Context: an optimization exercise on an open-source flow, tuned for small area. The choices shown serve that exercise and are no tape-out recipe. In this exercise RTL edits were held to simulation tests only and were not proved equivalent to the original. Power figures rest on the tool's default switching activity, not on a simulated workload.

==> pepper: inputs <==
==> flow/design.v <==
package regfile_pkg;
  typedef enum logic {
    RF_CLEAR = 1'b0,
    RF_READY = 1'b1
  } rf_state_t;
  localparam int RF_DATA_W = 32;
  localparam int RF_ADDR_W = 5;
endpackage
module regfile_aoi3 (
  input  logic [2:0] sel_i,
  input  logic [2:0] val_i,
  output logic       y_n
);
  assign y_n = !(|(sel_i & val_i));
endmodule
module regfile_rd_bit (
  input  logic [30:0] sel_i,
  input  logic [30:0] val_i,
  output logic        data_o
);
  logic [10:0] t_n;
  for (genvar g = 0; g < 10; g++) begin : g_aoi
    regfile_aoi3 u_aoi (.sel_i(sel_i[3*g +: 3]), .val_i(val_i[3*g +: 3]), .y_n(t_n[g]));
  end
  assign t_n[10] = !(sel_i[30] && val_i[30]);
  assign data_o  = !(&t_n);
endmodule
module regfile_cell (
  input  logic clk,
  input  logic en,
  input  logic en_n,
  input  logic d,
  output logic q
);
  always_ff @(posedge clk) q <= (d && en) || (q && en_n);
endmodule
module regfile_row (
  input  logic        clk,
  input  logic        en,
  input  logic        en_n,
  input  logic [31:0] d,
  output logic [31:0] q
);
  for (genvar b = 0; b < 32; b++) begin : g_bit
    regfile_cell u_cell (.clk(clk), .en(en), .en_n(en_n), .d(d[b]), .q(q[b]));
  end
endmodule
module regfile_mp #(
  parameter int                DATA_W      = regfile_pkg::RF_DATA_W,
  parameter int                ADDR_W      = regfile_pkg::RF_ADDR_W,
  parameter int                NUM_RD      = 2,
  parameter logic [NUM_RD-1:0] RD_REG_MASK = 2'b10,
  parameter bit                ZERO_REG    = 1'b1
) (
  input  logic                     clk,
  input  logic                     rst,
  input  logic                     write_enable,
  input  logic [ADDR_W-1:0]        addr_w,
  input  logic [DATA_W-1:0]        data_w,
  input  logic [NUM_RD*ADDR_W-1:0] addr_r,
  output logic [NUM_RD*DATA_W-1:0] data_r,
  output logic                     init_busy
);
  logic       busy_q;
  logic [4:0] ptr_q;
  always_ff @(posedge clk) begin
    if (rst) begin
      busy_q <= 1'b1;
      ptr_q  <= '0;
    end else if (busy_q) begin
      ptr_q <= ptr_q + 1'b1;
      if (ptr_q == 5'd31) busy_q <= 1'b0;
    end
  end
  assign init_busy = busy_q;
  logic       wr, act;
  logic [4:0] row_a;
  assign wr    = !rst && !busy_q && write_enable;
  assign act   = !rst && (busy_q || write_enable);
  assign row_a = busy_q ? ptr_q : addr_w;
  logic [31:0] q [1:31];
  logic [30:0] sel0, sel1;
  for (genvar r = 1; r < 32; r++) begin : g_row
    logic hit;
    assign hit = (row_a == 5'(r));
    regfile_row u_row (
      .clk  (clk),
      .en   (wr && hit),
      .en_n (!(act && hit)),
      .d    (data_w),
      .q    (q[r])
    );
    assign sel0[r-1] = !busy_q && (addr_r[4:0] == 5'(r));
    assign sel1[r-1] = !busy_q && !rst && (addr_r[9:5] == 5'(r));
  end
  logic [31:0] rd0, rd1, rd1_q;
  for (genvar b = 0; b < 32; b++) begin : g_bit
    logic [30:0] col;
    for (genvar r = 1; r < 32; r++) begin : g_col
      assign col[r-1] = q[r][b];
    end
    regfile_rd_bit u_rd0 (.sel_i(sel0), .val_i(col), .data_o(rd0[b]));
    regfile_rd_bit u_rd1 (.sel_i(sel1), .val_i(col), .data_o(rd1[b]));
  end
  always_ff @(posedge clk) rd1_q <= rd1;
  assign data_r = {rd1_q, rd0};
endmodule
==> flow/flow/run.sh <==
#!/bin/bash
# Standard ORFS layout with two changes: the clock tree uses larger sink
# clusters and no dummy loads, and the port buffers are buf_1.
set -euo pipefail
export CTS_ARGS="-sink_clustering_enable -repair_clock_nets -dont_use_dummy_load -buf_list sky130_fd_sc_hd__clkbuf_8 -sink_clustering_size 14 -sink_clustering_max_diameter 70"
export BUFFER_PORTS_ARGS="-buffer_cell sky130_fd_sc_hd__buf_1"
bash standard.sh > standard_flow.log 2>&1
==> flow/standard.sh <==
#!/bin/bash
# synth_recipe.tcl (not shown) runs the flow's synth.tcl, then flattens the netlist and writes it again
# the make line also repeats each setting of config.mk as NAME=value (left out here)
make -C /OpenROAD-flow-scripts/flow DESIGN_CONFIG=/design/flow/config.mk WORK_HOME=/design/flow/orfs CLKGATE_MAP_FILE= SYNTH_SCRIPT=/design/flow/synth_recipe.tcl "${@:-finish}"
==> flow/config.mk <==
export PLATFORM = sky130hd
export DESIGN_NAME = regfile_mp
export DESIGN_NICKNAME = regfile_mp
export VERILOG_FILES = /design/flow/design.v
export SDC_FILE = /design/flow/constraint.sdc
export NUM_CORES = 4
export LEC_CHECK = 0
export CAP_MARGIN = 20
export CELL_PAD_IN_SITES_DETAIL_PLACEMENT = 1
export CELL_PAD_IN_SITES_GLOBAL_PLACEMENT = 1
export CORE_MARGIN = 2
export CORE_UTILIZATION = 30
export PLACE_DENSITY = 0.5
export SLEW_MARGIN = 20
export SYNTH_HIERARCHICAL = 1
==> flow/constraint.sdc <==
create_clock -name core_clock -period 7.0 [get_ports {clk}]
set_input_delay 1.4000 -clock core_clock [delete_from_list [all_inputs] [get_ports {clk}]]
set_output_delay 1.4000 -clock core_clock [all_outputs]
set_load 0.01 [all_outputs]
==> tundra: changes against pepper <==
==> flow/flow/run.sh (replaced) <==
#!/bin/bash
# Standard ORFS layout with two changes: the clock tree uses larger sink
# clusters and no dummy loads, and the port buffers are buf_1.
set -euo pipefail
export CTS_ARGS="-sink_clustering_enable -repair_clock_nets -dont_use_dummy_load -buf_list sky130_fd_sc_hd__clkbuf_16 -sink_clustering_size 20 -sink_clustering_max_diameter 100"
export BUFFER_PORTS_ARGS="-buffer_cell sky130_fd_sc_hd__buf_1"
bash standard.sh > standard_flow.log 2>&1
--- a/flow/config.mk
+++ b/flow/config.mk
@@ -10,6 +10,6 @@
 export CELL_PAD_IN_SITES_GLOBAL_PLACEMENT = 1
 export CORE_MARGIN = 2
-export CORE_UTILIZATION = 30
-export PLACE_DENSITY = 0.5
+export CORE_UTILIZATION = 35
+export PLACE_DENSITY = 0.45
 export SLEW_MARGIN = 20
 export SYNTH_HIERARCHICAL = 1
==> garnet: changes against pepper <==
==> flow/flow/run.sh (replaced) <==
#!/bin/bash
# Standard ORFS layout with two changes: the clock tree uses larger sink
# clusters and no dummy loads, and the port buffers are buf_1.
set -euo pipefail
export CTS_ARGS="-sink_clustering_enable -repair_clock_nets -dont_use_dummy_load -buf_list sky130_fd_sc_hd__clkbuf_16 -sink_clustering_size 20 -sink_clustering_max_diameter 100"
export BUFFER_PORTS_ARGS="-buffer_cell sky130_fd_sc_hd__buf_1"
bash standard.sh > standard_flow.log 2>&1
--- a/flow/config.mk
+++ b/flow/config.mk
@@ -11,5 +11,5 @@
 export CORE_MARGIN = 2
 export CORE_UTILIZATION = 30
-export PLACE_DENSITY = 0.5
+export PLACE_DENSITY = 0.4
 export SLEW_MARGIN = 20
 export SYNTH_HIERARCHICAL = 1
==> summary of the runs <==
Global-route usage: pepper < garnet < tundra. Between tundra and pepper, the lower die area is in tundra (gap 14%, measured against pepper). Critical path depth: garnet is higher than pepper (1). The lowest sequential share of layout area belongs to garnet, the highest to tundra. Of garnet and tundra, garnet has the higher non-clock buffer count (gap 5). Clock-buffer cell count, highest first: pepper, tundra, garnet. Final area, lowest first: tundra, pepper, garnet. First-iteration DRC count: garnet < tundra < pepper.
==> figures <==
metric	garnet	tundra	pepper
Wire length on met2	99.1 mm	92.2 mm	96.5 mm
Max-Slew Margin vs Limit	0.234	0.201	0.121
Place WS	1.02 ns	1.02 ns	1.19 ns
Routability congestion estimate	0.859	0.885	0.920
Post-placement cell area	43,300 um2	43,000 um2	43,400 um2
Outcome	no timing/DRC/antenna violations	no timing/DRC/antenna violations	no timing/DRC/antenna violations
Via count of the first global-routing pass	39,300	38,800	39,700
Clock transition at the registers of the reported paths	0.09 ns	0.09 ns	0.07 ns
Fraction of power consumed by combinational cells	0.033	0.032	0.033
Tot Pwr	9.90 mW	9.89 mW	9.63 mW
Vias	39,600	39,500	39,500
Depth of the CTS H-tree	2	2	3
Area used by multi-input combinational logic	18,900 um2	18,900 um2	18,900 um2
Total power density per cell area	221 nW/um2	222 nW/um2	215 nW/um2
Total stage count of the critical path	9	9	8
Horizontal die dimension	364 um	337 um	364 um
Final standard cell area without fillers	44,800 um2	44,500 um2	44,700 um2

[what the ideal ports hide]
How much do the figures lean on ideal ports? The routed layouts below were timed once more, with nothing changed but the port constraints.
Step 1, drivers: a clkbuf_16 drives clk and a buf_2 each remaining input, both assumed.
Step 2 also shifts input and output timing later by t, the mid clock arrival at the registers, as if the neighbouring blocks saw the same clock.
Three values: no drivers, after step 1, after step 2; two values: the first two.
| run | t (ns) | setup slack, ns | worst hold slack (ns) | worst setup path after step 2 |
|---|---|---|---|---|
| pepper | 0.864 | 1.066 / 1.007 / 1.007 | 0.504 / 0.504 / 0.504 | input to output |
| tundra | 0.764 | 0.875 / 0.846 / 0.846 | 0.508 / 0.508 / 0.508 | input to output |
| garnet | 0.770 | 0.892 / 0.804 / 0.804 | 0.507 / 0.507 / 0.507 | input to output |
After both steps every run listed still meets setup and hold. The setup slack of garnet, which loses most, moves by -0.088 ns with the drivers and by -0.088 ns with both steps.
